Context: an optimization exercise on an open-source flow, tuned for small area and a short achievable clock period. The choices shown serve that exercise and are no tape-out recipe.
Function was checked by simulation only, so behaviour that the tests miss may differ from the original.
Power is estimated from default activity; no workload was simulated.

--- design/flow/run.sh ---
#!/bin/bash
# synth_recipe.tcl (not shown) runs the flow's synth.tcl, then flattens the netlist and writes it again
# the make line also repeats each setting of config.mk as NAME=value (left out here)
make -C /OpenROAD-flow-scripts/flow DESIGN_CONFIG=/design/flow/config.mk WORK_HOME=/design/flow/orfs CLKGATE_MAP_FILE= SYNTH_SCRIPT=/design/flow/synth_recipe.tcl finish
--- design/flow/config.mk ---
export PLATFORM = sky130hd
export DESIGN_NAME = mips_regfile_wb
export DESIGN_NICKNAME = mips_regfile_wb
export VERILOG_FILES = /design/flow/design.v
export SDC_FILE = /design/flow/constraint.sdc
export NUM_CORES = 4
export LEC_CHECK = 0
export CAP_MARGIN = 20
export CORE_MARGIN = 2
export CORE_UTILIZATION = 30
export CTS_CLUSTER_DIAMETER = 60
export CTS_CLUSTER_SIZE = 25
export SETUP_SLACK_MARGIN = 2.5
export SLEW_MARGIN = 20
export SYNTH_HIERARCHICAL = 1
--- design/flow/constraint.sdc ---
create_clock -name core_clock -period 8.0 [get_ports {clk}]
set_input_delay 1.6000 -clock core_clock [delete_from_list [all_inputs] [get_ports {clk}]]
set_output_delay 1.6000 -clock core_clock [all_outputs]
set_load 0.01 [all_outputs]
--- design/flow/design.v ---
module mips_rf_ao22 (input logic a1, a2, b1, b2, output logic y);
    assign y = (a1 & a2) | (b1 & b2);
endmodule
module mips_rf_ao221 (input logic a1, a2, b1, b2, c, output logic y);
    assign y = (a1 & a2) | (b1 & b2) | c;
endmodule
module mips_rf_aoi222 (input logic a1, a2, b1, b2, c1, c2, output logic y);
    assign y = ~((a1 & a2) | (b1 & b2) | (c1 & c2));
endmodule
module mips_rf_aoi22 (input logic a1, a2, b1, b2, output logic y);
    assign y = ~((a1 & a2) | (b1 & b2));
endmodule
module mips_rf_nand3 (input logic a, b, c, output logic y);
    assign y = ~(a & b & c);
endmodule
module mips_rf_nand2 (input logic a, b, output logic y);
    assign y = ~(a & b);
endmodule
module mips_rf_nor3 (input logic a, b, c, output logic y);
    assign y = ~(a | b | c);
endmodule
module mips_rf_nor2 (input logic a, b, output logic y);
    assign y = ~(a | b);
endmodule
module mips_rf_oai21 (input logic a1, a2, b, output logic y);
    assign y = ~((a1 | a2) & b);
endmodule
module mips_rf_xnor2 (input logic a, b, output logic y);
    assign y = ~(a ^ b);
endmodule
module mips_rf_inv (input logic a, output logic y);
    assign y = ~a;
endmodule
module mips_rf_rdbit (
    input  logic [31:1] sel,
    input  logic [31:1] d,       
    input  logic        byp,
    input  logic        nbyp,
    input  logic        w,
    output logic        y
);
    logic [10:0] n;    
    logic [3:0]  t;    
    logic [1:0]  u;    
    logic        v;    
    for (genvar k = 0; k < 10; k++) begin : g_aoi
        mips_rf_aoi222 u (.a1(sel[3*k+1]), .a2(d[3*k+1]),
                          .b1(sel[3*k+2]), .b2(d[3*k+2]),
                          .c1(sel[3*k+3]), .c2(d[3*k+3]), .y(n[k]));
    end
    mips_rf_nand2 u_last (.a(sel[31]), .b(d[31]), .y(n[10]));
    mips_rf_nand3 u_t0 (.a(n[0]), .b(n[1]), .c(n[2]),  .y(t[0]));
    mips_rf_nand3 u_t1 (.a(n[3]), .b(n[4]), .c(n[5]),  .y(t[1]));
    mips_rf_nand3 u_t2 (.a(n[6]), .b(n[7]), .c(n[8]),  .y(t[2]));
    mips_rf_nand2 u_t3 (.a(n[9]), .b(n[10]),           .y(t[3]));
    mips_rf_oai21 u_u0 (.a1(t[0]), .a2(t[1]), .b(nbyp), .y(u[0]));
    mips_rf_oai21 u_u1 (.a1(t[2]), .a2(t[3]), .b(nbyp), .y(u[1]));
    mips_rf_nand2 u_v  (.a(byp), .b(w), .y(v));
    mips_rf_nand3 u_y  (.a(u[0]), .b(u[1]), .c(v), .y(y));
endmodule
module mips_rf_rdec (
    input  logic [4:0]  ra,
    input  logic [4:0]  waddr,
    input  logic        we,
    output logic [31:1] sel,
    output logic        byp,
    output logic        nbyp
);
    logic [4:0]  na, eq;
    logic [3:0]  lo;
    logic [7:0]  hi;
    logic [31:1] nsel;
    logic [1:0]  ne;
    logic        z012, z34, z, zz;
    for (genvar k = 0; k < 5; k++) begin : g_inv
        mips_rf_inv   u    (.a(ra[k]), .y(na[k]));
        mips_rf_xnor2 u_eq (.a(ra[k]), .b(waddr[k]), .y(eq[k]));
    end
    for (genvar k = 0; k < 4; k++) begin : g_lo
        mips_rf_nor2 u (.a(k[0] ? na[0] : ra[0]), .b(k[1] ? na[1] : ra[1]), .y(lo[k]));
    end
    for (genvar k = 0; k < 8; k++) begin : g_hi
        mips_rf_nor3 u (.a(k[0] ? na[2] : ra[2]), .b(k[1] ? na[3] : ra[3]),
                        .c(k[2] ? na[4] : ra[4]), .y(hi[k]));
    end
    for (genvar i = 1; i < 32; i++) begin : g_sel
        mips_rf_nand2 u   (.a(lo[i % 4]), .b(hi[i / 4]), .y(nsel[i]));
        mips_rf_inv   u_d (.a(nsel[i]), .y(sel[i]));
    end
    mips_rf_nand3 u_ne0 (.a(eq[0]), .b(eq[1]), .c(eq[2]), .y(ne[0]));
    mips_rf_nand3 u_ne1 (.a(eq[3]), .b(eq[4]), .c(we),    .y(ne[1]));
    mips_rf_nor3  u_z0  (.a(ra[0]), .b(ra[1]), .c(ra[2]), .y(z012));
    mips_rf_nor2  u_z1  (.a(ra[3]), .b(ra[4]), .y(z34));
    mips_rf_nand2 u_z2  (.a(z012), .b(z34), .y(z));     
    mips_rf_inv   u_z3  (.a(z), .y(zz));
    mips_rf_nor3  u_b   (.a(ne[0]), .b(ne[1]), .c(zz), .y(byp));
    mips_rf_inv   u_nb  (.a(byp), .y(nbyp));
endmodule
module mips_regfile_wb (
    input  logic        clk,
    input  logic        rst_n,
    input  logic        we,
    input  logic [4:0]  waddr,
    input  logic [31:0] wdata,
    input  logic [4:0]  raddr1,
    input  logic [4:0]  raddr2,
    output logic [31:0] rdata1,
    output logic [31:0] rdata2,
    output logic [15:0] wr_count
);
    localparam logic [31:0] SP_INIT = 32'h0000_3FFC;
    localparam logic [31:0] GP_INIT = 32'h0000_1800;
    logic [31:0] regs [32];
    logic [31:0] regs_d [32];
    logic [31:1] nwdec, ldr, hold;
    logic [4:0]  nwa;
    logic [3:0]  wlo;
    logic [7:0]  whi;
    logic        nwe, wv;
    logic [15:0] wr_count_q;
    for (genvar k = 0; k < 5; k++) begin : g_winv
        mips_rf_inv u (.a(waddr[k]), .y(nwa[k]));
    end
    mips_rf_inv u_nwe (.a(we), .y(nwe));
    for (genvar k = 0; k < 4; k++) begin : g_wlo
        mips_rf_nor3 u (.a(k[0] ? nwa[0] : waddr[0]), .b(k[1] ? nwa[1] : waddr[1]), .c(nwe),
                        .y(wlo[k]));
    end
    for (genvar k = 0; k < 8; k++) begin : g_whi
        mips_rf_nor3 u (.a(k[0] ? nwa[2] : waddr[2]), .b(k[1] ? nwa[3] : waddr[3]),
                        .c(k[2] ? nwa[4] : waddr[4]), .y(whi[k]));
    end
    for (genvar i = 1; i < 32; i++) begin : g_wdec
        mips_rf_nand2 u (.a(wlo[i % 4]), .b(whi[i / 4]), .y(nwdec[i]));
    end
    assign ldr  = {31{rst_n}} & ~nwdec;
    assign hold = {31{rst_n}} & nwdec;
    assign wv   = ~&nwdec;
    assign regs[0]   = '0;
    assign regs_d[0] = '0;
    for (genvar i = 1; i < 32; i++) begin : g_reg
        localparam logic [31:0] RV = (i == 29) ? SP_INIT :
                                     (i == 28) ? GP_INIT : '0;
        for (genvar b = 0; b < 32; b++) begin : g_bit
            if (RV[b]) begin : g_set
                mips_rf_ao221 u (.a1(ldr[i]), .a2(wdata[b]), .b1(hold[i]), .b2(regs[i][b]),
                                 .c(~rst_n), .y(regs_d[i][b]));
            end else begin : g_clr
                mips_rf_ao22 u (.a1(ldr[i]), .a2(wdata[b]), .b1(hold[i]), .b2(regs[i][b]),
                                .y(regs_d[i][b]));
            end
        end
        always_ff @(posedge clk) regs[i] <= regs_d[i];
    end
    always_ff @(posedge clk) begin
        if (!rst_n)  wr_count_q <= '0;
        else if (wv) wr_count_q <= wr_count_q + 16'd1;
    end
    assign wr_count = wr_count_q;
    logic [31:1] sel1, sel2;
    logic        byp1, nbyp1, byp2, nbyp2;
    mips_rf_rdec u_rdec1 (.ra(raddr1), .waddr(waddr), .we(we), .sel(sel1), .byp(byp1), .nbyp(nbyp1));
    mips_rf_rdec u_rdec2 (.ra(raddr2), .waddr(waddr), .we(we), .sel(sel2), .byp(byp2), .nbyp(nbyp2));
    for (genvar b = 0; b < 32; b++) begin : g_rd
        logic [31:1] col;
        for (genvar i = 1; i < 32; i++) begin : g_col
            assign col[i] = regs[i][b];
        end
        mips_rf_rdbit u_rd1 (.sel(sel1), .d(col), .byp(byp1), .nbyp(nbyp1), .w(wdata[b]),
                             .y(rdata1[b]));
        mips_rf_rdbit u_rd2 (.sel(sel2), .d(col), .byp(byp2), .nbyp(nbyp2), .w(wdata[b]),
                             .y(rdata2[b]));
    end
endmodule
==> summary.md, run 1 <==
| Metric | Value |
|---|---|
| Dpl cells | 5684 |
| Nets | between 4000 and 5000 |
| First-pass GRT wire length | 294.2 mm |
| Area Growth Syn to Fin | 27.18% |
| Net count after synthesis | around 3700 |
| Critical path class | in2out |
| Layout cell share with drive strength beyond 1 | 0.2152 |
| Maximum root-to-sink buffer count | 3 |
| Num CTS Buffers | roughly 80 |
| Final hold vios | 0 |
| Final Max Tran Viols | 0 |
| CP delay by family, top | buffers and inverters |
| Clock slew at reported path FFs | 0.08 ns |
| Max Cap Viol | 0 |
| Hold WC Path Type | reg2reg |
| Switching share of power | 0.2857 |
| Slew margin rel. | 0.1232 |
| CTS root buf | clkbuf_16 |
| Worst clock skew | ~0.0056 ns |
| DP Area | 0.04511 mm2 |
| Skew-Pair Late Insertion Delay | slightly below 0.7 ns |
| Sequential Area | roughly 0.02 mm2 |
| GP Congestion | just under 1 |
| Clock Power Share | 0.439 |
| GRT Resource Usage Total | 0.2900 |
| Sequential area share after synthesis | 0.5026 |
| Worst path required time | 6.40 ns |
| GR Overflow Total | 0 |
| Met2 Wirelength | 83.46 mm |
| CP max stage delay | between 0.6 and 0.7 ns |
| Period minus WS final | around 5.6 ns |
| Fmax achieved | roughly 180 MHz |
| Synthesized area per cell | approximately 11 um2 |
| Flop pwr share | 0.494 |
| Post-Syn Instances | 3619 |
| Row count | 134 |
| Post-route cell area | between 0.05 and 0.06 mm2 |
| Largest net degree at the start of global routing | 61 |
| Die area | around 0.14 mm2 |
| CTS H-tree depth | 3 |
| Leak | 19.67 nW |
| Synth Warn # | 11 |
| CTS Hold Bufs | 0 |
| DRC errors left | 0 |
| Number of synthesized register bits | slightly above 1000 |
| CTS tree | yes |
| DR pass1 iterations | 17 |
| Crit-path max FO | 8 |
| Crit path capture type | output port |
| Final non-filler cell total | 5976 |
| Effective utilization at floorplan | 0.3016 |
| Filler cells | roughly 13000 |
| WP buf/inv | 7 |
| Psw | ~2.9 mW |
| Post-Syn Area | roughly 0.04 mm2 |
| Final period util | 0.7010 |
| Antenna-violating nets left | 0 |
| Vias in the first global route | approximately 39000 |
| Cell-internal power | approximately 7.4 mW |
| Status | timing/DRC/antenna clean |
| Die span in x | between 300 and 400 um |
| Worst-Margin Slew | approximately 1.3 ns |
| Top routing layer in use | met5 |
| Endpoints failing setup | 0 |
| Top-level port count | 130 |
| Peak supply drop | about 190 uV |
| Slowest cell on crit path | a222oi_1 |
| PortBufs | around 130 |
| TNS Setup | 0 ns |
| Die Ht | about 370 um |
| Area of the multi-input gates | 0.02112 mm2 |
| Detailed Route Iter0 Violations | 10270 |
| Avg WL per Cell | about 35 um |
| Worst hold slack | between 0.4 and 0.5 ns |
| Clock Sinks | approximately 1000 |
| Synth cell types | 35 |
| Critical Path AT | around 4.0 ns |
| Comb pwr share | 0.067 |
| DR vias | between 40000 and 50000 |
| Core area | 0.1331 mm2 |
| Initial antenna violation count | 8 |
| CP Cell Sequence | buf_12, inv_4, nor2_4, buf_6, nand2_4, clkinvlp_4, buf_8, buf_12, a222oi_1, nand3_2, o21ai_2, nand3_2, buf_2 |
| Vias per cell | a little over 7 |
| CP startpoint kind | primary input |
| Met3 routed WL | between 30 and 40 mm |
| Post-DP HPWL | between 100 and 150 mm |
| RSZ-0062 raised after global routing | true |
| PD cells | between 200 and 250 mW/mm2 |
| Routed met1 length | just under 80 mm |
| WL final | between 200 and 250 mm |
cell usage after synthesis (all sizes together):
master	number	area, um2
a21oi	5	40.03
and4	2	17.52
nand2	309	1160
ha	1	12.51
mux2i	14	140.1
clkbuf	9	33.78
or4	2	22.52
a211oi	4	50.05
a2111oi	4	55.06
and2	31	193.9
a21boi	1	7.510
a221o	14	140.1
or3	2	17.52
nor2	41	153.9
dfxtp	1008	20180
nor4	3	48.80
nor3	34	330.3
nand2b	13	81.33
buf	2	22.52
nand4	9	68.81
o21ai	131	655.6
xnor2	10	87.58
inv	85	319.1
a222oi	640	6406
a22o	978	8566
nand3	267	1341
modules after synthesis, one instance, submodules excluded, excerpt:
module	cells inside	copies in the design	cell area, um2	flops+latches
mips_rf_nor3	1	32	10.01	0
mips_rf_inv	1	82	3.754	0
mips_rf_ao22	1	978	8.758	0
mips_rf_nand2	1	287	3.754	0
mips_regfile_wb	1178	1	21270	1008
mips_rf_aoi222	1	640	10.01	0
mips_rf_nand3	1	260	5.005	0
worst paths after layout:
path             startpoint  slack, ns        endpoint  cells after the start
max               raddr1[1]       2.39       rdata1[8]                     13
min          wr_count_q[15]       0.48  wr_count_q[15]                      2
min reg2reg  wr_count_q[15]       0.48  wr_count_q[15]                      2
max reg2reg   wr_count_q[1]       6.13  wr_count_q[14]                      5
state kept, by name, indices dropped and copies added (netlist names):
| name | count |
|---|---|
| wr_count_q | 16 |
| regs | 992 |
cells by family (layout without fill, tap and decap cells):
group / count (synthesis) / after routing / synth area share
buffers and inverters: 96 / 682 / 0.009348
DFF: 1008 / 1008 / 0.5026
other: 0 / 3 / 0
and+or+nand+nor: 713 / 713 / 0.08557
muxes: 14 / 14 / 0.003490
xor gates and xnor gates: 10 / 10 / 0.002181
AOI/OAI and AO/OA: 1777 / 1777 / 0.3965
adders and majority gates: 1 / 1 / 0.0003116
cell type report:
cell class                      count  share of cell area
Clock inverter                     65             0.01745
Tap cell                         1768             0.04332
Timing Repair inverter              8            0.001176
Inverter                           85            0.009728
Antenna cell                        3           0.0001470
Sequential cell                  1008              0.3952
Clock buffer                       87             0.04072
Timing Repair Buffer              437             0.07863
Multi-Input combinational cell   2515              0.4137
metal layers:
metal	track usage	vias to the layer above
met5	0	-
met4	0.1419	6
met3	0.1159	749
met2	0.4084	3956
met1	0.3814	20730
li1	-	17080
through the flow:
stage,utilization,setup slack (ns),power [mW]
floorplan,-,2.723,5.410
global placement,0.3387,0.9988,5.808
detailed placement,0.3388,0.9878,5.811
CTS,0.3806,2.497,10.26
global route,0.3835,2.454,10.52
finish,0.3836,2.392,10.30
worst min-delay path: cells and delay by family, from the launching register on:
family | cells | cell delay (ns)
flops | 1 | 0.32
mux | 1 | 0.06
simple gates | 1 | 0.05
power by group through the flow:
stage / clock network, mW / logic [mW] / registers, mW
finish: 4.52 / 0.690 / 5.09
global placement: 0 / 0.600 / 5.21
CTS: 4.53 / 0.642 / 5.09
floorplan: 0 / 0.211 / 5.20
global route: 4.73 / 0.688 / 5.10
detailed placement: 0 / 0.603 / 5.21
repair_timing:
item | in CTS | in global routing
pin swaps | 241 | 109
gates cloned | 9 | 3
setup buffers | 117 | 8
gates resized for setup | 575 | 135
setup endpoints to repair | 64 | 64
placed cells by master, fill, tap and decap left out, types with 7 or more instances in the layout:
cell type	synthesis	final
buf_4	0	230
nor3_2	32	25
nand2b_1	13	13
clkinv_8	0	17
nor2_4	0	28
nor3_4	0	7
nand4_1	7	7
inv_8	0	15
nand3_1	266	158
dfxtp_1	1008	1008
mux2i_1	14	14
and2_1	31	22
and2_2	0	9
inv_1	84	37
buf_2	0	49
a22o_1	978	978
clkbuf_16	0	83
o21ai_1	131	42
buf_12	0	42
clkdlybuf4s50_1	0	31
xnor2_1	10	10
a221o_1	14	14
inv_6	0	14
a222oi_1	640	640
buf_8	0	7
nand2_2	0	12
nand3_2	1	105
nand2_1	309	291
o21ai_4	0	34
nor2_2	0	7
clkbuf_2	0	17
o21ai_2	0	55
clkdlybuf4s15_1	0	8
clkinvlp_4	0	47
buf_6	2	39
==> inputs of run 2 (changes only) <==
==> design/flow/flow/run.sh (new file) <==
#!/bin/bash
# Standard ORFS layout with delay cells kept out of the layout, so port buffers and
# timing repair use plain buffers. Clock tree synthesis adds no dummy balancing loads.
set -euo pipefail
cd "$(dirname "$0")/.."
export DONT_USE_CELLS="sky130_fd_sc_hd__clkdlybuf4s15_1 sky130_fd_sc_hd__clkdlybuf4s15_2 sky130_fd_sc_hd__clkdlybuf4s18_1 sky130_fd_sc_hd__clkdlybuf4s18_2 sky130_fd_sc_hd__clkdlybuf4s25_1 sky130_fd_sc_hd__clkdlybuf4s25_2 sky130_fd_sc_hd__clkdlybuf4s50_1 sky130_fd_sc_hd__clkdlybuf4s50_2 sky130_fd_sc_hd__dlygate4sd1_1 sky130_fd_sc_hd__dlygate4sd2_1 sky130_fd_sc_hd__dlygate4sd3_1 sky130_fd_sc_hd__dlymetal6s2s_1 sky130_fd_sc_hd__dlymetal6s4s_1 sky130_fd_sc_hd__dlymetal6s6s_1"
export BUFFER_PORTS_ARGS="-buffer_cell sky130_fd_sc_hd__buf_4"
export CTS_ARGS="-sink_clustering_enable -repair_clock_nets -sink_clustering_size 25 -sink_clustering_max_diameter 60 -dont_use_dummy_load"
bash standard.sh > standard_flow.log 2>&1
==> design/flow/standard.sh (new file) <==
#!/bin/bash
# synth_recipe.tcl (not shown) runs the flow's synth.tcl, then flattens the netlist and writes it again
# the make line also repeats each setting of config.mk as NAME=value (left out here)
make -C /OpenROAD-flow-scripts/flow DESIGN_CONFIG=/design/flow/config.mk WORK_HOME=/design/flow/orfs CLKGATE_MAP_FILE= SYNTH_SCRIPT=/design/flow/synth_recipe.tcl "${@:-finish}"
--- a/design/flow/config.mk
+++ b/design/flow/config.mk
@@ -10,6 +10,6 @@
 export CORE_UTILIZATION = 30
 export CTS_CLUSTER_DIAMETER = 60
 export CTS_CLUSTER_SIZE = 25
-export SETUP_SLACK_MARGIN = 2.5
+export SETUP_SLACK_MARGIN = 2.3
 export SLEW_MARGIN = 20
 export SYNTH_HIERARCHICAL = 1
removed: design/flow/run.sh
==> run 2 against run 1 <==
  * Still clean on timing, DRC and antenna
  * First-iteration DRC count up 9.9%
  * Utilization down 2.3 points
  * Register-to-register slack better by 0.07 ns
  * Clock-buffer cell count decreased by 9
  * Cell count fell by 3.1%
  * Global-route usage down 0.77 points
==> summary.md, run 2 <==
| Metric | Value |
|---|---|
| Area of the multi-input gates | 0.02022 mm2 (-4.3%) |
| Nets | 4074 (-2.7%) |
| Critical path class | in2out |
| Die span in x | 369.8 um (unchanged) |
| Skew-Pair Late Insertion Delay | 0.63 ns (-0.06 ns) |
| Effective utilization at floorplan | 0.3016 (unchanged) |
| Async S/R FF share, synth | 0 (unchanged) |
| Hold endpoint | wr_count_q[15] |
| Die Ht | 369.8 um (unchanged) |
| PD cells | 193.7 mW/mm2 (-4.0%) |
| Row count | 134 (unchanged) |
| Max Cap Viol | 0 (unchanged) |
| DRC errors left | 0 (unchanged) |
| Top-count cell post-synth | dfxtp_1 |
| Sequential Area | 0.02018 mm2 (unchanged) |
| Final hold vios | 0 (unchanged) |
| Primary FF master, synth | dfxtp_1 |
| Area Growth Syn to Fin | 19.48% |
| Initial antenna violation count | 1 (-7) |
| Critical Path AT | 4.27 ns (+0.26 ns) |
| CP startpoint kind | primary input |
| Most frequent cells in the layout | dfxtp_1, a22o_1, a222oi_1 |
| Worst r2r src | wr_count_q[1] |
| Num CTS Buffers | 78 (-3.7%) |
| Worst path required time | 6.40 ns (about the same) |
| Max reg flops | 992 (unchanged) |
| GP Congestion | 1.005 (+3.3%) |
| Filler cells | 13210 (+2.2%) |
| Worst clock skew | 0.01583 ns (+0.01021 ns) |
| Post-route setup slack | 2.134 ns (-0.2582 ns) |
| Core area | 0.1331 mm2 (unchanged) |
| GRT Resource Usage Total | 0.2823 (-0.007677) |
| Peak supply drop | 134.5 uV (-30%) |
| GR Overflow Total | 0 (unchanged) |
| Slew margin rel. | 0.1371 (+0.01391) |
| Final Max Tran Viols | 0 (unchanged) |
| Worst hold slack | 0.4770 ns (-0.001127 ns) |
| Period minus WS final | 5.866 ns (+0.2582 ns) |
| Post-Syn Instances | 3619 (unchanged) |
| Antenna-violating nets left | 0 (unchanged) |
| Crit path capture type | output port |
| Maximum root-to-sink buffer count | 3 (unchanged) |
| Reg with most FFs | regs |
| Antenna cells | 0 (-3) |
| Vias per cell | 7.253 (+1.9%) |
| Synth cell types | 35 (unchanged) |
| RSZ-0062 raised after global routing | true |
| Top-area cell type share of the netlist area | 0.5026 (unchanged) |
| Number of synthesized register bits | 1008 (unchanged) |
| Fmax achieved | 170.5 MHz (-4.4%) |
| CP Cell Sequence | buf_4, inv_1, nor2_2, nand2_1, clkinvlp_4, buf_6, a222oi_1, nand3_1, o21ai_1, nand3_1, buf_4 |
| Avg WL per Cell | 35.32 um (+0.50%) |
| CTS tree | yes |
| Detailed Route Iter0 Violations | 11280 (+9.9%) |
| Count of flip-flops with a built-in enable after synthesis | 0 (unchanged) |
| Synthesized area per cell | 11.09 um2 (unchanged) |
| Hold Path Cell Cnt | 2 (unchanged) |
| Post-Syn Area | 0.04015 mm2 (unchanged) |
| Leak | 17.85 nW (-9.3%) |
| HP Start | wr_count_q[15] |
| Leading area contributor after synthesis | dfxtp_1 |
| DR pass1 iterations | 15 (-2) |
| WL final | 204.5 mm (-2.6%) |
| Top-level port count | 130 (unchanged) |
| Commonest non-fill, non-tap cell in the layout | dfxtp_1 |
| Status | timing/DRC/antenna clean |
| CTS H-tree depth | 3 (unchanged) |
| Final period util | 0.7332 (+0.03227) |
| Die area | 0.1368 mm2 (unchanged) |
| Hold WC Path Type | reg2reg |
| Worst-Margin Slew | 1.294 ns (-0.02087 ns) |
| R2R cell count | 5 (unchanged) |
| Clock slew at reported path FFs | 0.06 ns (-0.02 ns) |
| Post-DP HPWL | 120.9 mm (-2.6%) |
| Synth Warn # | 11 (unchanged) |
| TNS Setup | 0 ns (unchanged) |
| Sequential area share after synthesis | 0.5026 (unchanged) |
| Net count after synthesis | 3670 (unchanged) |
| Top cells by area, synth | dfxtp_1, a22o_1, a222oi_1, nand3_1, nand2_1 |
| PortBufs | 129 (unchanged) |
| Crit Reg-Reg Endpoint | wr_count_q[14] |
| CP max stage delay | 0.49 ns (-0.14 ns) |
| DR vias | 41990 (-1.3%) |
| Endpoints failing setup | 0 (unchanged) |
| Setup slack, reg-to-reg | 6.20 ns (+0.07 ns) |
| Slowest cell on crit path | o21ai_1 |
| Clock Sinks | 1008 (unchanged) |
| CTS root buf | clkbuf_16 |
| Crit-path max FO | 22 (+14) |
| Top post-synthesis cells by count | dfxtp_1, a22o_1, a222oi_1 |
| Pre-CTS setup slack | 1.929 ns (+0.9415 ns) |
| First-pass GRT wire length | 285.5 mm (-3.0%) |
| Layout cell share with drive strength beyond 1 | 0.1584 (-0.05680) |
| Largest net degree at the start of global routing | 61 (unchanged) |
| Regs by FF count | regs (992), wr_count_q (16) |
| Overall power | 9.292 mW (-9.8%) |
| Vias in the first global route | 38120 (-2.9%) |
-- run 2: cell count changes in the layout (fill, tap and decap cells not counted), moves of 20 or more --
cell	previous run	this run
buf_2	49	1
buf_12	42	19
nand3_2	105	29
o21ai_2	55	35
nand3_1	158	238
o21ai_4	34	7
o21ai_1	42	89
buf_6	39	9
clkdlybuf4s50_1	31	0
buf_4	230	298
-- run 2: kinds of logic (layout without fill, tap and decap cells) --
logic type | Yosys count | in the layout | share of synthesized area
AO/OA/AOI/OAI | 1777 | 1777 | 0.3965
flip-flops | 1008 | 1008 | 0.5026
AND/OR/NAND/NOR | 713 | 713 | 0.08557
buffers and inverters | 96 | 498 | 0.009348
multiplexers | 14 | 14 | 0.003490
XOR/XNOR | 10 | 10 | 0.002181
adder cells (fa/ha/maj) | 1 | 1 | 0.0003116
-- run 2: layer usage --
layer | global-route usage | wire length, um | vias up
met2 | 0.4066 | 82800 | 3981
met5 | 0.003497 | 190 | -
li1 | - | - | 16750
met4 | 0.1431 | 13300 | 6
met1 | 0.3578 | 74320 | 20400
met3 | 0.1193 | 33850 | 852
-- run 2: area by class of cell --
class | count | share of cell area
inverter | 85 | 0.01025
tap | 1768 | 0.04611
clock buffer | 78 | 0.04069
sequential | 1008 | 0.4207
timing repair buffer | 335 | 0.06085
multi-input combinational | 2515 | 0.4214
-- run 2: worst max-delay path by stage --
stage,start,endpoint,slack (ns),depth (start not counted)
after floorplan,waddr[3],rdata1[0],2.72,6
after global placement,raddr2[1],rdata2[1],1.87,11
after detailed placement,raddr1[1],rdata1[19],1.93,11
after CTS,raddr2[3],rdata2[6],2.28,12
after global routing,raddr1[1],rdata1[29],2.27,11
final,raddr1[1],rdata1[17],2.13,11
-- run 2: modules after synthesis, one instance, submodules excluded, excerpt --
module / times used / cells inside
mips_rf_ao221: 14 / 1
mips_rf_aoi222: 640 / 1
mips_rf_inv: 82 / 1
mips_rf_ao22: 978 / 1
mips_rf_nor3: 32 / 1
mips_rf_oai21: 128 / 1
mips_rf_nand2: 287 / 1
mips_rf_xnor2: 10 / 1
mips_rf_nor2: 10 / 1
mips_rf_nand3: 260 / 1
mips_regfile_wb: 1 / 1178
-- run 2: per-stage QoR --
step,std cells,utilization,instance area [um2]
finish,5789,0.3604,47970
global route,5789,0.3604,47970
global placement,5612,0.3331,44340
detailed placement,5619,0.3344,44520
CTS,5769,0.3559,47380
floorplan,3619,-,40160
-- run 2: repair_timing --
item                       in CTS  in global routing
gates resized for setup        51                111
pin swaps                      10                 34
hold buffers                    0                  0
setup buffers                  72                 19
setup endpoints to repair      64                 64
-- run 2: report_power, final --
part | leakage, nW | total [mW] | switching [mW] | internal (mW)
logic | 8.76 | 0.649 | 0.517 | 0.132
registers | 8.13 | 5.10 | 0.0372 | 5.06
clock network | 0.961 | 3.55 | 1.83 | 1.72
-- run 2: critical path: cells and delay by family --
family / cells / cell delay, ns
simple gates: 4 / 0.77
buf+inv: 5 / 0.99
compound gates: 2 / 0.86
==> inputs of run 3 (changes only) <==
==> design/flow/flow/run.sh (replaced) <==
#!/bin/bash
# Standard ORFS layout, with the register-file flip-flops pre-placed as bit-slice blocks
# before global placement (flow/fix_flops.tcl) and released after it (flow/unfix_flops.tcl).
# Delay cells are kept out of the layout so port buffers and timing repair use plain buffers.
set -euo pipefail
cd "$(dirname "$0")/.."
export PRE_GLOBAL_PLACE_SKIP_IO_TCL="$PWD/flow/fix_flops.tcl"
export POST_GLOBAL_PLACE_TCL="$PWD/flow/unfix_flops.tcl"
export DONT_USE_CELLS="sky130_fd_sc_hd__clkdlybuf4s15_1 sky130_fd_sc_hd__clkdlybuf4s15_2 sky130_fd_sc_hd__clkdlybuf4s18_1 sky130_fd_sc_hd__clkdlybuf4s18_2 sky130_fd_sc_hd__clkdlybuf4s25_1 sky130_fd_sc_hd__clkdlybuf4s25_2 sky130_fd_sc_hd__clkdlybuf4s50_1 sky130_fd_sc_hd__clkdlybuf4s50_2 sky130_fd_sc_hd__dlygate4sd1_1 sky130_fd_sc_hd__dlygate4sd2_1 sky130_fd_sc_hd__dlygate4sd3_1 sky130_fd_sc_hd__dlymetal6s2s_1 sky130_fd_sc_hd__dlymetal6s4s_1 sky130_fd_sc_hd__dlymetal6s6s_1"
export BUFFER_PORTS_ARGS="-buffer_cell sky130_fd_sc_hd__buf_4"
bash standard.sh > standard_flow.log 2>&1
==> design/flow/flow/fix_flops.tcl (new file) <==
# Pre-place the register-file flip-flops as an array and fix them for global placement:
# bit b in column b, register r in row r. Each register's select and load nets then run
# along one row and each bit's read trees and write data along one column. The
# flip-flops are released again after global placement (unfix_flops.tcl).
set block [ord::get_db_block]
set core  [$block getCoreArea]
set cx0 [$core xMin]; set cy0 [$core yMin]
set cw [expr {[$core xMax] - $cx0}]; set ch [expr {[$core yMax] - $cy0}]
set row0  [lindex [$block getRows] 0]
set sitew [[$row0 getSite] getWidth]
set rowh  [[$row0 getSite] getHeight]

# leave a strip on the left for the decoders
set ax0 [expr {$cx0 + 0.12 * $cw}]
set aw  [expr {0.88 * $cw}]
set pitchx [expr {$aw / 32.0}]
set pitchy [expr {$ch / 31.0}]

set n 0
foreach inst [$block getInsts] {
  set name [$inst getName]
  if {![regexp {^regs\\?\[(\d+)\\?\]\\?\[(\d+)\\?\]} $name -> r b]} { continue }
  set x [expr {$ax0 + $b * $pitchx}]
  set y [expr {$cy0 + ($r - 1 + 0.5) * $pitchy}]
  set x [expr {$cx0 + int(($x - $cx0) / $sitew) * $sitew}]
  set y [expr {$cy0 + int(($y - $cy0) / $rowh) * $rowh}]
  $inst setLocation [expr {int($x)}] [expr {int($y)}]
  $inst setPlacementStatus FIRM
  incr n
}
puts "fix_flops: pre-placed $n flip-flops"
==> design/flow/flow/unfix_flops.tcl (new file) <==
# Release the pre-placed flip-flops so legalization and later steps may move them.
set n 0
foreach inst [[ord::get_db_block] getInsts] {
  if {[$inst getPlacementStatus] == "FIRM"} {
    $inst setPlacementStatus PLACED
    incr n
  }
}
puts "unfix_flops: released $n instances"
--- a/design/flow/config.mk
+++ b/design/flow/config.mk
@@ -10,6 +10,6 @@
 export CORE_UTILIZATION = 30
 export CTS_CLUSTER_DIAMETER = 60
 export CTS_CLUSTER_SIZE = 25
-export SETUP_SLACK_MARGIN = 2.3
+export SETUP_SLACK_MARGIN = 2.8
 export SLEW_MARGIN = 20
 export SYNTH_HIERARCHICAL = 1
==> run 3 against run 2 <==
  * Utilization increased by 4.1 points
  * Critical path depth up 2
  * Clock-buffer cell count is 63 higher
  * Critical path type unchanged
==> summary.md, run 3 <==
| Metric | Value |
|---|---|
| Post-DP HPWL | 123.8 mm (+2.4%) |
| Synthesized area per cell | 11.09 um2 (unchanged) |
| Die Ht | 369.8 um (unchanged) |
| Net count after synthesis | 3670 (unchanged) |
| Critical Path AT | 3.80 ns (-0.47 ns) |
| Switching share of power | 0.2530 (-0.003424) |
| Regs by FF count | regs (992), wr_count_q (16) |
| PortBufs | 129 (unchanged) |
| Largest net degree at the start of global routing | 65 (+6.6%) |
| Crit path capture type | output port |
| PD cells | 221.5 mW/mm2 (+14%) |
| Clock slew at reported path FFs | 0.06 ns (about the same) |
| Avg WL per Cell | 31.72 um (-10%) |
| Crit Reg-Reg Endpoint | wr_count_q[14] |
| Worst r2r src | wr_count_q[0] |
| Peak supply drop | 183.2 uV (+36%) |
| Detailed Route Iter0 Violations | 8535 (-24%) |
| Sequential Area | 0.02018 mm2 (unchanged) |
| Crit-path max FO | 6 (-73%) |
| Post-Syn Area | 0.04015 mm2 (unchanged) |
| Critical path class | in2out |
| Layout cell share with drive strength beyond 1 | 0.2381 (+0.07972) |
| Max reg flops | 992 (unchanged) |
| GR Overflow Total | 0 (unchanged) |
| RSZ-0062 raised after global routing | true |
| Slew margin rel. | 0.3331 (+0.1960) |
| Setup slack, reg-to-reg | 6.13 ns (-0.07 ns) |
| Clock Sinks | 1008 (unchanged) |
| Worst-Margin Slew | 0.9928 ns (-0.3014 ns) |
| Antenna cells | 0 (unchanged) |
| Row count | 134 (unchanged) |
| Area of the multi-input gates | 0.02093 mm2 (+3.5%) |
| HP Start | wr_count_q[13] |
| Primary FF master, synth | dfxtp_1 |
| Post-Syn Instances | 3619 (unchanged) |
| Comb pwr share | 0.057 (-0.013) |
| Top-level port count | 130 (unchanged) |
| Most frequent cells in the layout | dfxtp_1, a22o_1, a222oi_1 |
| First-pass GRT wire length | 273.1 mm (-4.3%) |
| Skew-Pair Late Insertion Delay | 0.70 ns (+0.07 ns) |
| Top cells by area, synth | dfxtp_1, a22o_1, a222oi_1, nand3_1, nand2_1 |
| Die area | 0.1368 mm2 (unchanged) |
| Fmax achieved | 185.2 MHz (+8.7%) |
| Post-route setup slack | 2.601 ns (+0.4674 ns) |
| Top post-synthesis cells by count | dfxtp_1, a22o_1, a222oi_1 |
| Status | timing/DRC/antenna clean |
| R2R cell count | 5 (unchanged) |
| GRT Resource Usage Total | 0.2656 (-0.01671) |
| Final hold vios | 0 (unchanged) |
| Core area | 0.1331 mm2 (unchanged) |
| Number of synthesized register bits | 1008 (unchanged) |
| Cell-internal power | 8.843 mW (+28%) |
| Antenna-violating nets left | 0 (unchanged) |
| Synth Warn # | 11 (unchanged) |
| Reg with most FFs | regs |
| DR pass1 iterations | 13 (-2) |
| Final Max Tran Viols | 0 (unchanged) |
| Synth cell types | 35 (unchanged) |
| Commonest non-fill, non-tap cell in the layout | dfxtp_1 |
| Sequential area share after synthesis | 0.5026 (unchanged) |
| Endpoints failing setup | 0 (unchanged) |
| Hold endpoint | wr_count_q[13] |
| CTS root buf | clkbuf_16 |
| Area Growth Syn to Fin | 33.13% |
| CTS H-tree depth | 3 (unchanged) |
| Final core occ | 0.4015 (+0.04118) |
| Effective utilization at floorplan | 0.3016 (unchanged) |
| Period minus WS final | 5.399 ns (-0.4674 ns) |
| Top-area cell type share of the netlist area | 0.5026 (unchanged) |
| Hold WC Path Type | reg2reg |
| Max Cap Viol | 0 (unchanged) |
| CTS tree | yes |
| Leak | 19.98 nW (+12%) |
| DRC errors left | 0 (unchanged) |
| Pre-CTS setup slack | 1.738 ns (-0.1911 ns) |
| Initial antenna violation count | 0 (-1) |
| WL final | 193.2 mm (-5.5%) |
| Top-count cell post-synth | dfxtp_1 |
| DR vias | 40510 (-3.5%) |
| Final period util | 0.6748 (-0.05842) |
| Worst path required time | 6.40 ns (about the same) |
| Nets | 4269 (+4.8%) |
| Worst clock skew | 0.01022 ns (-0.005610 ns) |
| Async S/R FF share, synth | 0 (unchanged) |
| TNS Setup | 0 ns (unchanged) |
| CTS Hold Bufs | 0 (unchanged) |
| Num CTS Buffers | 118 (+51%) |
| Vias in the first global route | 37310 (-2.1%) |
| Psw | 2.995 mW (+26%) |
| Die span in x | 369.8 um (unchanged) |
| Hold Path Cell Cnt | 2 (unchanged) |
| Vias per cell | 6.653 (-8.3%) |
| Leading area contributor after synthesis | dfxtp_1 |
| Clock Power Share | 0.512 (+0.130) |
| CP startpoint kind | primary input |
| Flop pwr share | 0.431 (-0.117) |
| Filler cells | 12780 (-3.2%) |
| Overall power | 11.84 mW (+27%) |
| Count of flip-flops with a built-in enable after synthesis | 0 (unchanged) |
| Maximum root-to-sink buffer count | 3 (unchanged) |
[run 3: changes by cell type in the layout (fill, tap and decap cells not counted), sizes merged]
cell,change
buf,+102
bufinv,+23
clkbuf,+68
clkinv,+22
clkinvlp,+77
inv,+8
[run 3: cell families after synthesis]
logic type               share of synthesized area
multiplexers                              0.003490
AND/OR/NAND/NOR                            0.08557
flip-flops                                  0.5026
XOR/XNOR                                  0.002181
AO/OA/AOI/OAI                               0.3965
buffers and inverters                     0.009348
adder cells (fa/ha/maj)                  0.0003116
[run 3: how the worst max path moves through the flow]
stage | from | to | slack (ns)
floorplan | waddr[3] | rdata1[0] | 2.72
finish | raddr2[2] | rdata2[2] | 2.60
detailed placement | raddr2[1] | rdata2[27] | 1.74
CTS | raddr1[4] | rdata1[4] | 2.72
global route | raddr1[3] | rdata1[18] | 2.63
global placement | raddr2[1] | rdata2[14] | 1.69
[run 3: final cells by class]
cell class	count	share of cell area
Inverter	85	0.01187
Tap cell	1768	0.04138
Clock buffer	141	0.05971
Clock inverter	82	0.02198
Timing Repair Buffer	442	0.08930
Multi-Input combinational cell	2515	0.3915
Sequential cell	1008	0.3775
Timing Repair inverter	48	0.006741
[run 3: what timing repair did]
| action | in CTS | in global routing |
|---|---|---|
| gates cloned | 50 | 5 |
| resized for setup | 396 | 122 |
| buffers inserted | 198 | 40 |
| pin swaps | 226 | 251 |
| endpoints found under the setup margin | 64 | 64 |
[run 3: power by group through the flow]
stage	registers, mW	clock network [mW]	logic [mW]
6_report	5.10	6.07	0.671
5_1_grt	5.10	6.38	0.699
2_1_floorplan	5.20	0	0.211
4_1_cts	5.10	6.19	0.614
3_3_place_gp	5.21	0	0.477
3_5_place_dp	5.21	0	0.487
[run 3: layer usage]
metal  vias to the layer above  global-route usage  part of all wire
met5                         -            0.001748                 0
met4                         0              0.1030             0.042
met3                       378             0.08019              0.13
met2                      2757              0.3976              0.43
met1                     20120              0.3563              0.41
li1                      17250                   -                 -
[run 3: modules after synthesis, one instance, submodules excluded, excerpt]
module,cell area (um2),cells,copies in the design,flops+latches
mips_rf_xnor2,8.758,1,10,0
mips_rf_aoi222,10.01,1,640,0
mips_rf_nor3,10.01,1,32,0
mips_rf_nor2,3.754,1,10,0
mips_regfile_wb,21270,1178,1,1008
mips_rf_ao221,10.01,1,14,0
mips_rf_oai21,5.005,1,128,0
mips_rf_ao22,8.758,1,978,0
mips_rf_nand2,3.754,1,287,0
mips_rf_nand3,5.005,1,260,0
mips_rf_inv,3.754,1,82,0
[run 3: per-stage QoR]
stage               area [um2]  hold slack [ns]  cells
floorplan                40160           0.4599   3619
global placement         43850           0.4581   5570
detailed placement       43890           0.4635   5572
CTS                      52370           0.4749   6043
global route             53450           0.5155   6089
finish                   53450           0.4884   6089
[run 3: worst max-delay path: stages]
cell,delay [ns]
buf_12,0.13
clkinvlp_4,0.12
buf_6,0.11
nor3_4,0.05
buf_4,0.14
nand2_4,0.12
clkinvlp_4,0.15
buf_4,0.18
a222oi_1,0.43
nand3_1,0.16
o21ai_2,0.29
nand3_1,0.15
buf_6,0.15
==> inputs of run 4 (changes only) <==
==> design/flow/flow/run.sh (replaced) <==
#!/bin/bash
# Standard ORFS layout, with the register-file flip-flops pre-placed as bit-slice blocks
# before global placement (flow/fix_flops.tcl) and released after it (flow/unfix_flops.tcl).
# Delay cells are kept out of the layout so port buffers and timing repair use plain buffers,
# and clock tree synthesis adds no dummy balancing loads.
set -euo pipefail
cd "$(dirname "$0")/.."
export PRE_GLOBAL_PLACE_SKIP_IO_TCL="$PWD/flow/fix_flops.tcl"
export POST_GLOBAL_PLACE_TCL="$PWD/flow/unfix_flops.tcl"
export DONT_USE_CELLS="sky130_fd_sc_hd__clkdlybuf4s15_1 sky130_fd_sc_hd__clkdlybuf4s15_2 sky130_fd_sc_hd__clkdlybuf4s18_1 sky130_fd_sc_hd__clkdlybuf4s18_2 sky130_fd_sc_hd__clkdlybuf4s25_1 sky130_fd_sc_hd__clkdlybuf4s25_2 sky130_fd_sc_hd__clkdlybuf4s50_1 sky130_fd_sc_hd__clkdlybuf4s50_2 sky130_fd_sc_hd__dlygate4sd1_1 sky130_fd_sc_hd__dlygate4sd2_1 sky130_fd_sc_hd__dlygate4sd3_1 sky130_fd_sc_hd__dlymetal6s2s_1 sky130_fd_sc_hd__dlymetal6s4s_1 sky130_fd_sc_hd__dlymetal6s6s_1"
export BUFFER_PORTS_ARGS="-buffer_cell sky130_fd_sc_hd__buf_4"
export CTS_ARGS="-sink_clustering_enable -repair_clock_nets -sink_clustering_size 25 -sink_clustering_max_diameter 60 -dont_use_dummy_load"
bash standard.sh > standard_flow.log 2>&1
--- a/design/flow/config.mk
+++ b/design/flow/config.mk
@@ -10,6 +10,6 @@
 export CORE_UTILIZATION = 30
 export CTS_CLUSTER_DIAMETER = 60
 export CTS_CLUSTER_SIZE = 25
-export SETUP_SLACK_MARGIN = 2.8
+export SETUP_SLACK_MARGIN = 2.4
 export SLEW_MARGIN = 20
 export SYNTH_HIERARCHICAL = 1
==> run 4 against run 3 <==
  * Still clean
  * Die area unchanged
  * Combinational power is 14% lower
  * Clock power is 24% lower
  * Worst hold slack got worse by 0.020 ns
  * Worst setup slack worse by 0.24 ns
  * Routed wire length down 3.7%
  * Clock-buffer cell count down 23
  * Clock skew up 0.0051 ns
  * Synthesized cell count unchanged
  * Power is 13% lower
  * Cell count is 3.1% lower
==> summary.md, run 4 <==
| Metric | Value |
|---|---|
| Final hold vios | 0 (unchanged) |
| Max reg flops | 992 (unchanged) |
| Worst path most repeated cell | buf_4 |
| CP delay by family, top | compound AO/OA/AOI/OAI gates |
| Avg WL per Cell | 31.54 um (-0.58%) |
| CP startpoint kind | primary input |
| Worst clock skew | 0.01530 ns (+0.005077 ns) |
| Max Cap Viol | 0 (unchanged) |
| Initial antenna violation count | 0 (unchanged) |
| Crit-path max FO | 7 (+1) |
| Synth cell types | 35 (unchanged) |
| Antenna-violating nets left | 0 (unchanged) |
| CP max stage delay | 0.51 ns (+0.08 ns) |
| CP Cell Sequence | buf_4, inv_1, nor3_2, nand2_2, clkinvlp_4, buf_4, a222oi_1, nand3_1, o21ai_1, nand3_1, buf_4 |
| CTS root buf | clkbuf_16 |
| First-pass GRT wire length | 261.5 mm (-4.3%) |
| Top-area cell type share of the netlist area | 0.5026 (unchanged) |
| DRC errors left | 0 (unchanged) |
| Vias in the first global route | 35940 (-3.7%) |
| Clock Power Share | 0.448 (-0.064) |
| DR pass1 iterations | 14 (+1) |
| CTS H-tree depth | 3 (unchanged) |
| WL final | 186.0 mm (-3.7%) |
| Sequential area share after synthesis | 0.5026 (unchanged) |
| Psw | 2.521 mW (-16%) |
| Leading area contributor after synthesis | dfxtp_1 |
| Regs by FF count | regs (992), wr_count_q (16) |
| Slowest cell on crit path | a222oi_1 |
| Peak supply drop | 169.1 uV (-7.7%) |
| Core area | 0.1331 mm2 (unchanged) |
| Crit path capture type | output port |
| Switching share of power | 0.2452 (-0.007850) |
| Dpl cells | 5572 (unchanged) |
| Detailed Route Iter0 Violations | 8466 (-0.81%) |
| Top-level port count | 130 (unchanged) |
| Reg with most FFs | regs |
| Final Max Tran Viols | 0 (unchanged) |
| Vias per cell | 6.664 (+0.17%) |
| Antenna cells | 0 (unchanged) |
| Final non-filler cell total | 5898 (-3.1%) |
| Overall power | 10.28 mW (-13%) |
| CTS tree | yes |
| Top cells by area, synth | dfxtp_1, a22o_1, a222oi_1, nand3_1, nand2_1 |
| Synthesized area per cell | 11.09 um2 (unchanged) |
| Top-count cell post-synth | dfxtp_1 |
| DR vias | 39310 (-3.0%) |
| GR Overflow Total | 0 (unchanged) |
| Row count | 134 (unchanged) |
| Flop pwr share | 0.497 (+0.066) |
| Final period util | 0.7050 (+0.03014) |
| CTS Hold Bufs | 0 (unchanged) |
| Top post-synthesis cells by count | dfxtp_1, a22o_1, a222oi_1 |
| Cell-internal power | 7.762 mW (-12%) |
| Worst-Margin Slew | 0.9929 ns (+0.00007725 ns) |
| DP Area | 0.04388 mm2 (about the same) |
| Net count after synthesis | 3670 (unchanged) |
| Commonest non-fill, non-tap cell in the layout | dfxtp_1 |
| RSZ-0062 raised after global routing | true |
| Slew margin rel. | 0.3331 (about the same) |
| Critical Path AT | 4.04 ns (+0.24 ns) |
| Hold WC Path Type | reg2reg |
| Most frequent cells in the layout | dfxtp_1, a22o_1, a222oi_1 |
| Area Growth Syn to Fin | 23.22% |
| Die span in x | 369.8 um (unchanged) |
| Leak | 18.25 nW (-8.7%) |
| Fmax achieved | 177.3 MHz (-4.3%) |
| Post-Syn Area | 0.04015 mm2 (unchanged) |
| Maximum root-to-sink buffer count | 3 (unchanged) |
| WP buf/inv | 5 (-2) |
| Die Ht | 369.8 um (unchanged) |
| Async S/R FF share, synth | 0 (unchanged) |
| Layout cell share with drive strength beyond 1 | 0.1777 (-0.06042) |
| PortBufs | 129 (unchanged) |
| Period minus WS final | 5.640 ns (+0.2412 ns) |
| Status | timing/DRC/antenna clean |
| Number of synthesized register bits | 1008 (unchanged) |
| Post-Syn Instances | 3619 (unchanged) |
| TNS Setup | 0 ns (unchanged) |
| Post-route cell area | 0.04948 mm2 (-7.4%) |
| Synth Warn # | 11 (unchanged) |
| Die area | 0.1368 mm2 (unchanged) |
| Clock slew at reported path FFs | 0.06 ns (about the same) |
| Endpoints failing setup | 0 (unchanged) |
| Post-DP HPWL | 123.5 mm (-0.25%) |
| Num CTS Buffers | 118 (unchanged) |
| Critical path class | in2out |
| Skew-Pair Late Insertion Delay | 0.69 ns (about the same) |
| PD cells | 207.8 mW/mm2 (-6.2%) |
| Comb pwr share | 0.056 (about the same) |
| Nets | 4183 (-2.0%) |
| Worst path required time | 6.40 ns (about the same) |
| Largest net degree at the start of global routing | 65 (unchanged) |
| Count of flip-flops with a built-in enable after synthesis | 0 (unchanged) |
| Clock Sinks | 1008 (unchanged) |
| GRT Resource Usage Total | 0.2529 (-0.01269) |
| Effective utilization at floorplan | 0.3016 (unchanged) |
| Primary FF master, synth | dfxtp_1 |
-- run 4: final timing paths --
check | startpoint | to | depth (start not counted) | slack, ns
setup reg to reg | wr_count_q[0] | wr_count_q[14] | 5 | 6.13
hold / removal | wr_count_q[15] | wr_count_q[15] | 2 | 0.47
setup / recovery | raddr2[2] | rdata2[1] | 11 | 2.36
hold reg to reg | wr_count_q[15] | wr_count_q[15] | 2 | 0.47
-- run 4: area by class of cell --
type / instances / area, um2
timing repair buffer: 355 / 3309
tap: 1768 / 2212
fill: 13240 / 83650
inverter: 85 / 541.8
sequential: 1008 / 20180
timing repair inverter: 49 / 367.9
multi-input combinational: 2515 / 19910
clock buffer: 118 / 2953
-- run 4: worst min-delay path: stages (launching register included) --
cell     delay (ns)
dfxtp_1        0.32
nand2_1        0.05
mux2i_1        0.05
-- run 4: per-layer routing --
metal / up-vias / routed length, um / share of wire / global-route usage
met3: 379 / 22110 / 0.12 / 0.06006
met4: 0 / 8485 / 0.046 / 0.1080
met1: 19470 / 76140 / 0.41 / 0.3422
li1: 16980 / - / - / -
met5: - / 0 / 0 / 0
met2: 2486 / 79300 / 0.43 / 0.3831
-- run 4: logic make-up (layout without fill, tap and decap cells) --
| logic type | Yosys count | after routing | share of synthesized area |
|---|---|---|---|
| xor+xnor | 10 | 10 | 0.002181 |
| buf+inv | 96 | 607 | 0.009348 |
| mux | 14 | 14 | 0.003490 |
| fa+ha+maj | 1 | 1 | 0.0003116 |
| simple gates | 713 | 713 | 0.08557 |
| flops | 1008 | 1008 | 0.5026 |
| compound gates | 1777 | 1777 | 0.3965 |
-- run 4: metrics by stage --
stage                     hold slack [ns]    util  setup slack, ns
final                              0.4688  0.3716            2.360
after global placement             0.4573  0.3294            1.620
after detailed placement           0.4555  0.3297            1.685
after floorplan                    0.4599       -            2.723
after global routing               0.4881  0.3716            2.357
after CTS                          0.4724  0.3660            2.359
-- run 4: power by group through the flow --
stage / Combinational (mW) / Sequential, mW / Clock [mW]
floorplan: 0.211 / 5.20 / 0
global placement: 0.478 / 5.21 / 0
detailed placement: 0.490 / 5.21 / 0
CTS: 0.538 / 5.10 / 4.71
global route: 0.603 / 5.11 / 4.90
finish: 0.574 / 5.11 / 4.60
-- run 4: Yosys stat by module (local to each module, per instance), a selection --
module	flip-flops and latches	copies in the design	cells
mips_rf_ao22	0	978	1
mips_rf_oai21	0	128	1
mips_rf_ao221	0	14	1
mips_rf_nand2	0	287	1
mips_rf_nor3	0	32	1
mips_regfile_wb	1008	1	1178
mips_rf_nor2	0	10	1
mips_rf_xnor2	0	10	1
mips_rf_aoi222	0	640	1
mips_rf_nand3	0	260	1
mips_rf_inv	0	82	1
-- run 4: timing repair --
action                                  4_1_cts  5_1_grt
endpoints found under the setup margin       64       64
pin swaps                                     1       10
resized for setup                           113       80
setup buffers                               117       42
cloned                                       39       10
==> inputs of run 5 (changes only) <==
--- a/design/flow/flow/run.sh
+++ b/design/flow/flow/run.sh
@@ -1,5 +1,6 @@
 #!/bin/bash
-# Standard ORFS layout, with the register-file flip-flops pre-placed as bit-slice blocks
+# Standard ORFS layout, with the register-file flip-flops pre-placed as an array (bit b in
+# column b, register r in row r)
 # before global placement (flow/fix_flops.tcl) and released after it (flow/unfix_flops.tcl).
 # Delay cells are kept out of the layout so port buffers and timing repair use plain buffers,
 # and clock tree synthesis adds no dummy balancing loads.
==> run 5 against run 4 <==
  * Sequential power barely moved
  * Via count is the same
  * Synthesized cell count unchanged
  * First-iteration DRC count unchanged
  * Non-clock buffer count stayed put
  * Largest cell class unchanged
  * Critical path depth unchanged
  * Power stayed put
  * Cell count stayed put
  * Worst hold slack is the same
  * Routed wire length is the same
  * Worst setup slack unchanged
  * Sequential share of layout area is the same
==> summary.md, run 5 <==
| Metric | Value |
|---|---|
| Regs by FF count | regs (992), wr_count_q (16) |
| Area of the multi-input gates | 0.01991 mm2 (unchanged) |
| Async S/R FF share, synth | 0 (unchanged) |
| Hold endpoint | wr_count_q[15] |
| Critical Path AT | 4.04 ns (about the same) |
| PD cells | 207.8 mW/mm2 (unchanged) |
| Peak supply drop | 169.1 uV (unchanged) |
| CP startpoint kind | primary input |
| Status | timing/DRC/antenna clean |
| Sequential Area | 0.02018 mm2 (unchanged) |
| Maximum root-to-sink buffer count | 3 (unchanged) |
| Largest net degree at the start of global routing | 65 (unchanged) |
| Reg with most FFs | regs |
| Post-Syn Instances | 3619 (unchanged) |
| Clock Sinks | 1008 (unchanged) |
| RSZ-0062 raised after global routing | true |
| CTS H-tree depth | 3 (unchanged) |
| DP Area | 0.04388 mm2 (unchanged) |
| Filler cells | 13240 (unchanged) |
| Leading area contributor after synthesis | dfxtp_1 |
| Period minus WS final | 5.640 ns (unchanged) |
| Final non-filler cell total | 5898 (unchanged) |
| Vias per cell | 6.664 (unchanged) |
| CTS Hold Bufs | 0 (unchanged) |
| Count of flip-flops with a built-in enable after synthesis | 0 (unchanged) |
| Core area | 0.1331 mm2 (unchanged) |
| Synth cell types | 35 (unchanged) |
| GRT Resource Usage Total | 0.2529 (unchanged) |
| Crit Reg-Reg Endpoint | wr_count_q[14] |
| PortBufs | 129 (unchanged) |
| R2R cell count | 5 (unchanged) |
| DR vias | 39310 (unchanged) |
| Die span in x | 369.8 um (unchanged) |
| Post-route cell area | 0.04948 mm2 (unchanged) |
| Worst path required time | 6.40 ns (about the same) |
| Detailed Route Iter0 Violations | 8466 (unchanged) |
| Top post-synthesis cells by count | dfxtp_1, a22o_1, a222oi_1 |
| Fmax achieved | 177.3 MHz (unchanged) |
| Worst hold slack | 0.4688 ns (unchanged) |
| Avg WL per Cell | 31.54 um (unchanged) |
| Initial antenna violation count | 0 (unchanged) |
| Layout cell share with drive strength beyond 1 | 0.1777 (unchanged) |
| Top-area cell type share of the netlist area | 0.5026 (unchanged) |
| Die area | 0.1368 mm2 (unchanged) |
| GR Overflow Total | 0 (unchanged) |
| Synth Warn # | 11 (unchanged) |
| Slew margin rel. | 0.3331 (unchanged) |
| DRC errors left | 0 (unchanged) |
| Critical path class | in2out |
| Nets | 4183 (unchanged) |
| Effective utilization at floorplan | 0.3016 (unchanged) |
| Synthesized area per cell | 11.09 um2 (unchanged) |
| Final Max Tran Viols | 0 (unchanged) |
| Post-DP HPWL | 123.5 mm (unchanged) |
| WL final | 186.0 mm (unchanged) |
| Overall power | 10.28 mW (unchanged) |
| Top-count cell post-synth | dfxtp_1 |
| CTS tree | yes |
| Worst clock skew | 0.01530 ns (unchanged) |
| Commonest non-fill, non-tap cell in the layout | dfxtp_1 |
| DR pass1 iterations | 14 (unchanged) |
| TNS Setup | 0 ns (unchanged) |
| Worst r2r src | wr_count_q[0] |
| Final period util | 0.7050 (unchanged) |
| Primary FF master, synth | dfxtp_1 |
| Row count | 134 (unchanged) |
| Number of synthesized register bits | 1008 (unchanged) |
| Leak | 18.25 nW (unchanged) |
| Most frequent cells in the layout | dfxtp_1, a22o_1, a222oi_1 |
| Top-level port count | 130 (unchanged) |
| HP Start | wr_count_q[15] |
| Max reg flops | 992 (unchanged) |
| Setup slack, reg-to-reg | 6.13 ns (about the same) |
| Crit path capture type | output port |
| Die Ht | 369.8 um (unchanged) |
| Dpl cells | 5572 (unchanged) |
| Crit-path max FO | 7 (unchanged) |
| Skew-Pair Late Insertion Delay | 0.69 ns (about the same) |
| Num CTS Buffers | 118 (unchanged) |
| Post-Syn Area | 0.04015 mm2 (unchanged) |
| Worst-Margin Slew | 0.9929 ns (unchanged) |
| First-pass GRT wire length | 261.5 mm (unchanged) |
| CTS root buf | clkbuf_16 |
| Area Growth Syn to Fin | 23.22% (unchanged) |
| Clock slew at reported path FFs | 0.06 ns (about the same) |
| Top cells by area, synth | dfxtp_1, a22o_1, a222oi_1, nand3_1, nand2_1 |
| Antenna cells | 0 (unchanged) |
| Antenna-violating nets left | 0 (unchanged) |
| Hold Path Cell Cnt | 2 (unchanged) |
| Vias in the first global route | 35940 (unchanged) |
| Net count after synthesis | 3670 (unchanged) |
| Hold WC Path Type | reg2reg |
| Max Cap Viol | 0 (unchanged) |
| Sequential area share after synthesis | 0.5026 (unchanged) |
| Endpoints failing setup | 0 (unchanged) |
| Final hold vios | 0 (unchanged) |
## run 5: cell counts in the layout (fill, tap and decap cells not counted)
No cell type changed its count.
## run 5: layout make-up
cell class                      count  share of cell area
Tap cell                         1768             0.04471
Sequential cell                  1008              0.4079
Inverter                           85             0.01095
Multi-Input combinational cell   2515              0.4025
Clock buffer                      118             0.05968
Timing Repair Buffer              355             0.06689
Timing Repair inverter             49            0.007435
## run 5: logic make-up after synthesis
family                     Yosys count  synth area share
AOI/OAI and AO/OA                 1777            0.3965
xor gates and xnor gates            10          0.002181
adders and majority gates            1         0.0003116
buffers and inverters               96          0.009348
DFF                               1008            0.5026
muxes                               14          0.003490
and+or+nand+nor                    713           0.08557
## run 5: per-stage QoR
step | utilization | setup WS [ns]
2_1_floorplan | - | 2.723
3_3_place_gp | 0.3294 | 1.620
3_5_place_dp | 0.3297 | 1.685
4_1_cts | 0.3660 | 2.359
5_1_grt | 0.3716 | 2.357
6_report | 0.3716 | 2.360
## run 5: timing repair
action / in CTS / in global routing
setup endpoints to repair: 64 / 64
gates resized for setup: 113 / 80
gates cloned: 39 / 10
pin swaps: 1 / 10
buffers inserted: 117 / 42
## run 5: worst max-delay path, stage by stage
cell        delay, ns
buf_4            0.17
inv_1            0.23
nor3_2           0.15
nand2_2          0.21
clkinvlp_4       0.13
buf_4            0.16
a222oi_1         0.51
nand3_1          0.15
o21ai_1          0.39
nand3_1          0.14
buf_4            0.19
## run 5: layer usage
metal / global-route usage / vias up / wire length (um)
met5: 0 / - / 0
met4: 0.1080 / 0 / 8485
met2: 0.3831 / 2486 / 79300
met3: 0.06006 / 379 / 22110
met1: 0.3422 / 19470 / 76140
li1: - / 16980 / -
## run 5: modules after synthesis, one instance, submodules excluded, a selection
module / flops+latches / copies in the design / area [um2] / cells inside
mips_rf_nand3: 0 / 260 / 5.005 / 1
mips_rf_oai21: 0 / 128 / 5.005 / 1
mips_rf_ao22: 0 / 978 / 8.758 / 1
mips_rf_nor3: 0 / 32 / 10.01 / 1
mips_rf_xnor2: 0 / 10 / 8.758 / 1
mips_regfile_wb: 1008 / 1 / 21270 / 1178
mips_rf_nor2: 0 / 10 / 3.754 / 1
mips_rf_aoi222: 0 / 640 / 10.01 / 1
mips_rf_inv: 0 / 82 / 3.754 / 1
mips_rf_ao221: 0 / 14 / 10.01 / 1
mips_rf_nand2: 0 / 287 / 3.754 / 1
## run 5: worst max path at each step
| stage | startpoint | to | slack (ns) |
|---|---|---|---|
| 6_report | raddr2[2] | rdata2[1] | 2.36 |
| 5_1_grt | raddr2[2] | rdata2[19] | 2.36 |
| 4_1_cts | raddr2[3] | rdata2[27] | 2.36 |
| 3_3_place_gp | raddr2[1] | rdata2[30] | 1.62 |
| 2_1_floorplan | waddr[3] | rdata1[0] | 2.72 |
| 3_5_place_dp | raddr2[1] | rdata2[27] | 1.68 |
## run 5: where the power goes
part | total [mW] | internal (mW) | switching [mW]
clock network | 4.60 | 2.55 | 2.05
logic | 0.574 | 0.142 | 0.433
registers | 5.11 | 5.07 | 0.0386
total | 10.3 | 7.76 | 2.52
==> inputs of run 6 (changes only) <==
--- a/design/flow/flow/run.sh
+++ b/design/flow/flow/run.sh
@@ -10,5 +10,5 @@
 export POST_GLOBAL_PLACE_TCL="$PWD/flow/unfix_flops.tcl"
 export DONT_USE_CELLS="sky130_fd_sc_hd__clkdlybuf4s15_1 sky130_fd_sc_hd__clkdlybuf4s15_2 sky130_fd_sc_hd__clkdlybuf4s18_1 sky130_fd_sc_hd__clkdlybuf4s18_2 sky130_fd_sc_hd__clkdlybuf4s25_1 sky130_fd_sc_hd__clkdlybuf4s25_2 sky130_fd_sc_hd__clkdlybuf4s50_1 sky130_fd_sc_hd__clkdlybuf4s50_2 sky130_fd_sc_hd__dlygate4sd1_1 sky130_fd_sc_hd__dlygate4sd2_1 sky130_fd_sc_hd__dlygate4sd3_1 sky130_fd_sc_hd__dlymetal6s2s_1 sky130_fd_sc_hd__dlymetal6s4s_1 sky130_fd_sc_hd__dlymetal6s6s_1"
 export BUFFER_PORTS_ARGS="-buffer_cell sky130_fd_sc_hd__buf_4"
-export CTS_ARGS="-sink_clustering_enable -repair_clock_nets -sink_clustering_size 25 -sink_clustering_max_diameter 60 -dont_use_dummy_load"
+export CTS_ARGS="-sink_clustering_enable -repair_clock_nets -sink_clustering_size 30 -sink_clustering_max_diameter 80 -dont_use_dummy_load"
 bash standard.sh > standard_flow.log 2>&1
==> run 6 against run 5 <==
  * Still clean on timing, DRC and antenna
  * Routed wire length down 0.27%
  * Clock-buffer cell count down 50
  * Via count down 0.89%
  * Critical path depth unchanged
  * Power down 12%
  * Worst hold slack better by 0.0017 ns
  * First-iteration DRC count down 2.7%
  * Clock power down 27%
  * Critical endpoint is now rdata2[0]
  * Largest cell class unchanged
  * Highest routed layer unchanged
==> summary.md, run 6 <==
| Metric | Value |
|---|---|
| Post-route cell area | 0.04813 mm2 (-2.7%) |
| Setup slack, reg-to-reg | 6.15 ns (+0.02 ns) |
| Post-Syn Instances | 3619 (unchanged) |
| GRT Resource Usage Total | 0.2521 (-0.0008248) |
| Dpl cells | 5572 (unchanged) |
| Post-DP HPWL | 123.5 mm (unchanged) |
| Avg WL per Cell | 31.75 um (+0.65%) |
| Clock slew at reported path FFs | 0.07 ns (about the same) |
| Antenna cells | 0 (unchanged) |
| Core area | 0.1331 mm2 (unchanged) |
| Vias per cell | 6.666 (about the same) |
| CP Cell Sequence | buf_4, inv_1, nor3_2, nand2_2, clkinvlp_4, buf_4, nand2_1, nand2_1, o21ai_1, nand3_1, buf_4 |
| Worst path required time | 6.40 ns (about the same) |
| PD cells | 187.3 mW/mm2 (-9.9%) |
| Worst path most repeated cell | buf_4 |
| Hold endpoint | wr_count_q[15] |
| Die Ht | 369.8 um (unchanged) |
| Status | timing/DRC/antenna clean |
| HP Start | wr_count_q[15] |
| Hold Path Cell Cnt | 2 (unchanged) |
| Period minus WS final | 5.659 ns (+0.01921 ns) |
| Max reg flops | 992 (unchanged) |
| CP max stage delay | 0.60 ns (+0.09 ns) |
| Critical Path AT | 4.06 ns (+0.02 ns) |
| Layout cell share with drive strength beyond 1 | 0.1641 (-0.01359) |
| Post-route setup slack | 2.341 ns (-0.01921 ns) |
| Clock Sinks | 1008 (unchanged) |
| Most frequent cells in the layout | dfxtp_1, a22o_1, a222oi_1 |
| Initial antenna violation count | 0 (unchanged) |
| Effective utilization at floorplan | 0.3016 (unchanged) |
| Hold WC Path Type | reg2reg |
| Top-area cell type share of the netlist area | 0.5026 (unchanged) |
| Number of synthesized register bits | 1008 (unchanged) |
| CTS root buf | clkbuf_16 |
| Antenna-violating nets left | 0 (unchanged) |
| Regs by FF count | regs (992), wr_count_q (16) |
| Sequential Area | 0.02018 mm2 (unchanged) |
| Slew margin rel. | 0.3331 (about the same) |
| Area Growth Syn to Fin | 19.88% |
| Maximum root-to-sink buffer count | 3 (unchanged) |
| Area of the multi-input gates | 0.01988 mm2 (-0.18%) |
| Top-level port count | 130 (unchanged) |
| Net count after synthesis | 3670 (unchanged) |
| Row count | 134 (unchanged) |
| Sequential area share after synthesis | 0.5026 (unchanged) |
| WL final | 185.5 mm (-0.27%) |
| Largest net degree at the start of global routing | 65 (unchanged) |
| PortBufs | 129 (unchanged) |
| Slowest cell on crit path | nor3_2 |
[run 6: what timing repair did]
action | in CTS | in global routing
setup endpoints to repair | 64 | 64
resized for setup | 115 | 63
pin swaps | 2 | 8
gates cloned | 39 | 10
buffers inserted | 117 | 38
hold endpoints to repair | 0 | 0
[run 6: per-layer routing]
layer,global-route usage,wire [um],vias to the layer above,share of wire
met5,0,0,-,0
met1,0.3427,76250,19390,0.41
met3,0.05926,22050,329,0.12
met4,0.1008,7977,0,0.043
li1,-,-,16850,-
met2,0.3835,79260,2390,0.43
[run 6: cells by family (layout without fill, tap and decap cells)]
| logic type | count (synthesis) | in the layout | share of synthesized area |
|---|---|---|---|
| compound gates | 1777 | 1777 | 0.3965 |
| xor+xnor | 10 | 10 | 0.002181 |
| fa+ha+maj | 1 | 1 | 0.0003116 |
| buf+inv | 96 | 553 | 0.009348 |
| flops | 1008 | 1008 | 0.5026 |
| mux | 14 | 14 | 0.003490 |
| simple gates | 713 | 713 | 0.08557 |
[run 6: worst max-delay path: cells and delay by family]
family                 cells  cell delay [ns]
AND/OR/NAND/NOR            5             1.36
buffers and inverters      5             0.89
AO/OA/AOI/OAI              1             0.17
[run 6: modules after synthesis, one instance, submodules excluded, a selection]
module          flops+latches  cells  times used  area [um2]
mips_rf_nand3               0      1         260       5.005
mips_rf_inv                 0      1          82       3.754
mips_rf_aoi222              0      1         640       10.01
mips_rf_nor2                0      1          10       3.754
mips_rf_ao22                0      1         978       8.758
mips_rf_oai21               0      1         128       5.005
mips_rf_nand2               0      1         287       3.754
mips_rf_xnor2               0      1          10       8.758
mips_rf_ao221               0      1          14       10.01
[run 6: worst max-delay path by stage]
stage                     startpoint          to  slack [ns]  cells past startpoint
after floorplan             waddr[3]   rdata1[0]        2.72                      6
after global placement     raddr2[1]  rdata2[30]        1.62                     10
final                      raddr2[3]   rdata2[0]        2.34                     11
after detailed placement   raddr2[1]  rdata2[27]        1.68                      9
after CTS                  raddr2[3]  rdata2[27]        2.36                     11
after global routing       raddr2[3]  rdata2[27]        2.35                     11
[run 6: metrics by stage]
stage	utilization	power, mW
after detailed placement	0.3297	5.700
after global placement	0.3294	5.688
after floorplan	-	5.410
after CTS	0.3566	9.082
after global routing	0.3616	9.319
final	0.3616	9.016
[run 6: power by group]
group | internal (mW) | switching (mW)
sequential | 5.06 | 0.0387
combinational | 0.141 | 0.432
clock | 1.51 | 1.83
[run 6: final cells by class]
type | instances | share of cell area
Timing Repair Buffer | 351 | 0.06772
Sequential cell | 1008 | 0.4192
Clock buffer | 68 | 0.03535
Multi-Input combinational cell | 2515 | 0.4129
Inverter | 85 | 0.01115
Tap cell | 1768 | 0.04596
Timing Repair inverter | 49 | 0.007642

Re-timed with assumed drivers on the ports (clkbuf_16 on the clock, buf_2 on other inputs), run 6 has 2.317 ns of setup slack against 2.341 ns with ideal ports, and 2.317 ns once port delays also move by the mid clock arrival of 0.722 ns.
